Background: an optimization exercise with open tools, aiming at small area, a short achievable clock period and few clock cycles. Do not read the settings as production practice. RTL that was checked went through simulation tests only; none was proved equivalent to the original. Power figures rest on the tool's default switching activity, not on a simulated workload.

==> flow/design.v (excerpt) <==
module online_shop
(
	input  logic         clk,
	input  logic         inf,
	input  logic [15:0]  data_in,
	input  logic         id_valid,
	input  logic         act_valid,
	input  logic         item_valid,
	input  logic         num_valid,
	input  logic         amnt_valid,
	input  logic         c_out_valid,
	input  logic [63:0]  c_data_r,
	output logic         c_in_valid,
	output logic         c_r_wb,
	output logic [7:0]   c_addr,
	output logic [63:0]  c_data_w,
	output logic         out_valid,
	output logic [3:0]   err_msg,
	output logic         complete,
	output logic [31:0]  out_info
);
Size in the first run: ~200 I/O pins.
==> flow/config.mk <==
export PLATFORM = sky130hd
export DESIGN_NAME = online_shop
export DESIGN_NICKNAME = online_shop
export VERILOG_FILES = /design/flow/design.v
export SDC_FILE = /design/flow/constraint.sdc
export NUM_CORES = 4
export LEC_CHECK = 0
export CAP_MARGIN = 20
export CORE_MARGIN = 2
export CORE_UTILIZATION = 50
export CTS_CLUSTER_DIAMETER = 100
export CTS_CLUSTER_SIZE = 20
export SLEW_MARGIN = 20
==> flow/constraint.sdc <==
create_clock -name core_clock -period 9.0 [get_ports {clk}]
set_input_delay 1.8000 -clock core_clock [delete_from_list [all_inputs] [get_ports {clk}]]
set_output_delay 1.8000 -clock core_clock [all_outputs]
set_load 0.01 [all_outputs]
standard.sh (not shown) runs the stock make flow with config.mk's settings and CLKGATE_MAP_FILE= SYNTH_SCRIPT=/design/flow/synth_recipe.tcl, a recipe that flattens the netlist after the stock synthesis.
==> flow/flow/run.sh <==
#!/bin/bash
# Own flow: the standard layout (standard.sh, unchanged synthesis and steps) with two
# extra ORFS settings passed on make's command line:
#  - port buffers are buf_1 cells instead of the default delay-buffer cells;
set -euo pipefail
cd "$(dirname "$0")/.."
bash standard.sh \
  "BUFFER_PORTS_ARGS=-buffer_cell sky130_fd_sc_hd__buf_1" \
  SETUP_SLACK_MARGIN=5.8 \
  finish > flow_make.log 2>&1
Edit:
--- a/flow/design.v
+++ b/flow/design.v
@@ -290,25 +290,25 @@
 	localparam int WWAIT = 8;   
 	localparam int SERR  = 9;   
 	localparam int NST   = 10;
 	logic [NST-1:0] st;
 	logic [NST-1:0] nst;
 	logic           pend;
 	logic           can_req;
 	logic [7:0]  uid;
 	logic [7:0]  sid;
 	logic [7:0]  xin;       
 	logic        got_sid;
 	logic        got_amt;
-	logic [14:2] pkr;       
+	logic [16:0] opb;       
 	logic [63:0] wbuf;
 	logic [63:0] sbuf;
 	logic        inv_full_q;
 	logic        req;
 	logic        rd;
 	logic [7:0]  addr_n;
 	logic        ovld;
 	logic [3:0]  err_n;
 	wire [1:0] item = xin[7:6];
 	wire [5:0] cnt  = xin[5:0];
 	assign c_data_w = wbuf;
 	assign out_info = {mreg[15:0], xin[7:0], sid};
@@ -320,101 +320,102 @@
 	end
 	assign can_req = !c_in_valid && (!pend || c_out_valid);
 	logic req_q;
 	assign c_in_valid = req_q || st[WREQ];
 	always_ff @(posedge clk) begin
 		if (id_valid && st[IDLE])
 			uid <= data_in[7:0];
 		if (st[DCALC])
 			{xin[7:0], sid} <= {ua_dep[7:0], ua_dep[15:8]};
 		else if (st[SERR])
 			{xin[7:0], sid} <= 16'd0;
 		else begin
-			if ((id_valid && !st[IDLE]) || amnt_valid)
+			if (id_valid && !st[IDLE])
 				sid <= data_in[7:0];
-			if (amnt_valid)
-				xin <= data_in[15:8];
 			if (num_valid)
 				xin[5:0] <= data_in[5:0];
 			if (item_valid)
 				xin[7:6] <= data_in[1:0];
 		end
 		if (id_valid && st[IDLE]) begin
 			got_sid <= 1'b0;
 			got_amt <= 1'b0;
 		end else begin
 			if (id_valid)
 				got_sid <= 1'b1;
 			if (amnt_valid)
 				got_amt <= 1'b1;
 		end
 	end
 	logic [7:0]  nk;
 	logic [7:0]  nk_n;
 	logic [14:2] pk_n;
 	cnt_mul u_cnt_mul (.item(item), .cnt(data_in[5:0]), .nk(nk_n));
 	price_mul u_price_mul (.nk(nk), .pk(pk_n));
 	always_ff @(posedge clk) begin
 		if (num_valid)
 			nk <= nk_n;
-		pkr <= pk_n;
+		if (amnt_valid)
+			opb <= {1'b0, data_in};
+		else if (!got_amt)
+			opb <= ~{2'b00, pk_n, 2'b00};
 	end
 	logic [63:0] ua, sa, ra;
 	assign ua = {wbuf[39:32], wbuf[47:40], wbuf[55:48], wbuf[63:56],
 	             wbuf[7:0],   wbuf[15:8],  wbuf[23:16], wbuf[31:24]};
 	assign sa = {sbuf[39:32], sbuf[47:40], sbuf[55:48], sbuf[63:56],
 	             sbuf[7:0],   sbuf[15:8],  sbuf[23:16], sbuf[31:24]};
 	assign ra = {c_data_r[39:32], c_data_r[47:40], c_data_r[55:48], c_data_r[63:56],
 	             c_data_r[7:0],   c_data_r[15:8],  c_data_r[23:16], c_data_r[31:24]};
 	logic [6:0]  fee_m2;
 	logic [9:0]  m_lo;      
 	logic [16:9] m_hi;      
 	logic        c9_q;      
 	logic [16:0] mreg;      
 	logic        money_low;
 	logic        mwb;       
 	logic [11:0] exp_new;
 	logic [1:0]  lvl_new;
 	logic [6:0]  u_hsum;
 	logic        inv_full;
 	logic [63:0] ua_buy, ua_buy_w;
 	fee_lut   u_fee  (.level(ua[45:44]), .fee_m2(fee_m2));
-	money_sub u_msub (.money(ua[31:16]), .opb(~{2'b00, pkr, 2'b00}), .fee_m2(fee_m2), .c9(c9_q),
+	money_sub u_msub (.money(ua[31:16]), .opb(opb), .fee_m2(fee_m2), .c9(c9_q),
 	                  .lo(m_lo), .hi(m_hi));
 	assign money_low = mwb ? m_hi[16] : mreg[16];
 	exp_upd   u_exp  (.exp_in(ua[43:32]), .lvl(ua[45:44]), .nk(nk), .exp_new(exp_new), .lvl_new(lvl_new));
 	hold_add  u_uadd (.holds(ua[63:46]), .item(item), .cnt(cnt), .sum(u_hsum));
 	assign inv_full = u_hsum[6];
 	always_comb begin
 		ua_buy = ua;
 		case (item)
 			2'd1: ua_buy[51:46] = u_hsum[5:0];
 			2'd2: ua_buy[57:52] = u_hsum[5:0];
 			2'd3: ua_buy[63:58] = u_hsum[5:0];
 			default: ;
 		endcase
 		ua_buy[15:0]  = {item, cnt, sid};
 	end
 	assign ua_buy_w = {ua_buy[39:32], ua_buy[47:40], ua_buy[55:48], ua_buy[63:56],
 	                   ua_buy[7:0],   ua_buy[15:8],  ua_buy[23:16], ua_buy[31:24]};
 	logic [16:0] d_sum;
 	logic        ovf;
 	logic [63:0] ua_dep;
-	dep_add u_dep (.money(ua[31:16]), .amount({xin, sid}), .sum(d_sum));
+	dep_add u_dep (.money(ua[31:16]), .amount(opb[15:0]), .sum(d_sum));
 	assign ovf    = d_sum[16];
 	assign ua_dep = {wbuf[63:16], d_sum[7:0], d_sum[15:8]};
 	logic [15:0] s_money;
 	logic [5:0]  s_hdiff;
 	logic [63:0] sa_new, sa_new_w;
-	sell_money u_smon (.money(sa[31:16]), .pk({pkr, 2'b00}), .money_new(s_money));
+	sell_money u_smon (.money(sa[31:16]), .pk(~opb[14:0]), .money_new(s_money));
 	hold_sub   u_ssub (.holds(sa[63:46]), .item(item), .cnt(cnt), .diff(s_hdiff));
 	always_comb begin
 		sa_new = sa;
 		case (item)
 			2'd1: sa_new[51:46] = s_hdiff;
 			2'd2: sa_new[57:52] = s_hdiff;
 			2'd3: sa_new[63:58] = s_hdiff;
 			default: ;
 		endcase
 		sa_new[31:16] = s_money;
 	end
 	assign sa_new_w = {sa_new[39:32], sa_new[47:40], sa_new[55:48], sa_new[63:56],
After rerunning:
- The changed run produced a clean layout
- synthesized area increases by a few percent
- clock skew decreases by 0.0052 ns
- design area increases by a few percent
- worst hold slack is better by 0.016 ns
- cell count increases by a few percent
- global-route usage decreases by 0.18 points
- total power decreases by well over a third
- utilization increases by 0.37 points
- sequential power decreases by a quarter to a third
- critical path depth decreases by 1
- wire length increases by a few percent
- via count increases by a few percent
- die area increases by a few percent
Function was not checked in any run of this note: the RTL went through the layout flow alone.

========
online_shop, a different RTL version from the one above (not shown whole).
Size in the first run: ~1300 cells after synthesis, roughly 240 flip-flops, ~200 I/O pins, about 14000 um^2 of cells after synthesis.
export LEC_CHECK = 0
export CAP_MARGIN = 20
export CORE_MARGIN = 2
export CORE_UTILIZATION = 50
export CTS_CLUSTER_DIAMETER = 100
export CTS_CLUSTER_SIZE = 20
export SLEW_MARGIN = 20
create_clock -name core_clock -period 9.0 [get_ports {clk}]
Scripts as last shown in full above: flow/flow/run.sh
Next try:
--- a/flow/design.v
+++ b/flow/design.v
@@ -293,16 +293,14 @@
 	logic           can_req;
 	logic [7:0]  uid;
 	logic [7:0]  sid;
 	logic [7:0]  xin;       
 	logic        got_sid;
 	logic        got_amt;
 	logic [16:0] opb;       
-	logic        sdone;     
-	logic        fail;      
 	logic [11:0] xk;        
 	logic [63:0] wbuf;
 	logic [63:0] sbuf;
 	logic        inv_full_q;
 	logic        req;
 	logic        rd;
 	logic [7:0]  addr_n;
@@ -322,15 +320,15 @@
 	logic req_q;
 	assign c_in_valid = req_q || st[WREQ];
 	always_ff @(posedge clk) begin
 		if (id_valid && st[IDLE])
 			uid <= data_in[7:0];
 		if (st[DCALC])
 			{xin[7:0], sid} <= {ua_dep[7:0], ua_dep[15:8]};
-		else if (fail)
+		else if (st[SERR])
 			{xin[7:0], sid} <= 16'd0;
 		else begin
 			if (id_valid && !st[IDLE])
 				sid <= data_in[7:0];
 			if (num_valid)
 				xin[5:0] <= data_in[5:0];
 			if (item_valid)
@@ -428,41 +426,34 @@
 	stock_chk u_stock (.holds(ra[63:46]), .item(item), .cnt(cnt), .ok(stock_ok));
 	logic [3:0] buy_err;
 	logic stock_ok_q;
 	always_ff @(posedge clk)
 		stock_ok_q <= stock_ok;
 	assign buy_err  = inv_full_q ? 4'd4 : !stock_ok_q ? 4'd2 : mreg[16] ? 4'd3 : 4'd0;
 	logic u_go, sid_now, amt_now, buy_ok, u_req;
-	always_ff @(posedge clk or negedge inf) begin
-		if (!inf)
-			sdone <= 1'b0;
-		else
-			sdone <= st[SWAIT] && c_out_valid;
-	end
-	assign fail = st[SERR] || (sdone && !st[WREQ]);
 	assign u_go    = st[HAVEU] || (st[UWAIT] && c_out_valid);
 	assign sid_now = got_sid || id_valid;
 	assign amt_now = got_amt || amnt_valid;
 	assign buy_ok  = !inv_full_q && !money_low && stock_ok;
 	assign u_req   = ((st[IDLE] && id_valid) || st[UREQ]) && can_req;
 	always_comb begin
-		nst[IDLE]  = (st[IDLE] && !id_valid) || (st[DCALC] && !ovf) || fail || (st[WWAIT] && c_out_valid);
+		nst[IDLE]  = (st[IDLE] && !id_valid) || (st[DCALC] && !ovf) || st[SERR] || (st[WWAIT] && c_out_valid);
 		nst[UREQ]  = ((st[IDLE] && id_valid) || st[UREQ]) && !can_req;
 		nst[UWAIT] = u_req || (st[UWAIT] && !c_out_valid);
 		nst[HAVEU] = u_go && !sid_now && !amt_now;
 		nst[DCALC] = u_go && !sid_now && amt_now;
 		nst[SREQ]  = u_go && sid_now;
 		nst[SWAIT] = st[SREQ] || (st[SWAIT] && !c_out_valid);
 		nst[WREQ]  = st[SWAIT] && c_out_valid && buy_ok;
-		nst[SERR]  = st[DCALC] && ovf;
+		nst[SERR]  = (st[SWAIT] && c_out_valid && !buy_ok) || (st[DCALC] && ovf);
 		nst[WWAIT] = st[WREQ] || (st[WWAIT] && !c_out_valid);
 		req  = u_req || nst[SREQ] || (st[DCALC] && !ovf) || (st[WWAIT] && c_out_valid);
-		ovld = (st[DCALC] && !ovf) || fail || (st[WWAIT] && c_out_valid);
+		ovld = (st[DCALC] && !ovf) || st[SERR] || (st[WWAIT] && c_out_valid);
 		rd   = st[IDLE] || st[UREQ] || st[UWAIT] || st[HAVEU];
-		err_n = !fail ? 4'd0 : st[SERR] ? 4'd8 : buy_err;
+		err_n = !st[SERR] ? 4'd0 : got_amt ? 4'd8 : buy_err;
 		if (st[IDLE])
 			addr_n = data_in[7:0];
 		else if (st[UWAIT] || st[HAVEU])
 			addr_n = id_valid ? data_in[7:0] : sid;
 		else if (st[WREQ] || st[WWAIT])
 			addr_n = sid;
 		else
@@ -498,17 +489,17 @@
 			wbuf <= sa_new_w;
 		sbuf <= c_data_r;
 		mwb  <= st[SREQ];
 		if (st[SREQ])
 			c9_q <= m_lo[9];
 		if (st[SREQ])
 			mreg[8:0] <= m_lo[8:0];
-		else if (st[DCALC] || fail)
+		else if (st[DCALC] || st[SERR])
 			mreg[8:0] <= 9'd0;
 		if (mwb)
 			mreg[16:9] <= m_hi;
-		else if (st[DCALC] || fail)
+		else if (st[DCALC] || st[SERR])
 			mreg[16:9] <= 8'd0;
 		if (st[SREQ])
 			inv_full_q <= inv_full;
 	end
 endmodule
What happened:
- synthesized area is about the same
- clock-buffer cell count went down by 2
- power is lower by 12%
- worst setup slack gets better by 0.25 ns
- clock power came out lower by 8.6%
- sequential power decreases by about 6%
- final area decreases by 1.8%
- critical path depth decreases by 7
- global-route usage fell by 1.2 points
- non-clock buffer count drops by 21
- via count falls by 1.3%
- routed wire length shrinks by 3.1%
- clock skew shrinks by 0.017 ns
Testbench counts after the change, summed over its fixed seeds: cycles 28,975.
Only the layout flow was run in the first run of this note; the RTL was not checked for function there.

[separate check: timing with driven ports]
The results above use ideal ports. As a check the final layouts listed here were re-extracted and re-timed, cells and wires unchanged. Step 1 (the two cells are an assumption about what drives the block):
set clk [get_ports {clk}]
set_driving_cell -lib_cell sky130_fd_sc_hd__clkbuf_16 $clk
set_driving_cell -lib_cell sky130_fd_sc_hd__buf_2 [delete_from_list [all_inputs] $clk]
Step 2 moves the port delays by t, midway between the first and last clock arrival at a register: inputs arrive t later, outputs are due t later. That takes back most of the time a late clock gives input paths. a / b / c = no drivers / after step 1 / after step 2; a / b = the first two.
| run | shift t [ns] | slack for setup (ns) | slew at the worst register clock pin (ns) |
|---|---|---|---|
| the first run of note 1 | 0.537 | 5.286 / 5.286 / 5.237 | 0.09 / 0.09 |
| the second run of note 1 | 0.542 | 5.608 / 5.608 / 5.441 | 0.09 / 0.09 |
| the first run of note 2 | 0.540 | 5.599 / 5.612 / 5.072 | 0.09 / 0.09 |
| the second run of note 2 | 0.540 | 5.844 / 5.796 / 5.327 | 0.09 / 0.09 |
After both steps setup and hold are still met in every run listed. For the first run of note 2, which loses most, drivers alone change the setup slack by +0.013 ns; drivers and shift together by -0.527 ns.
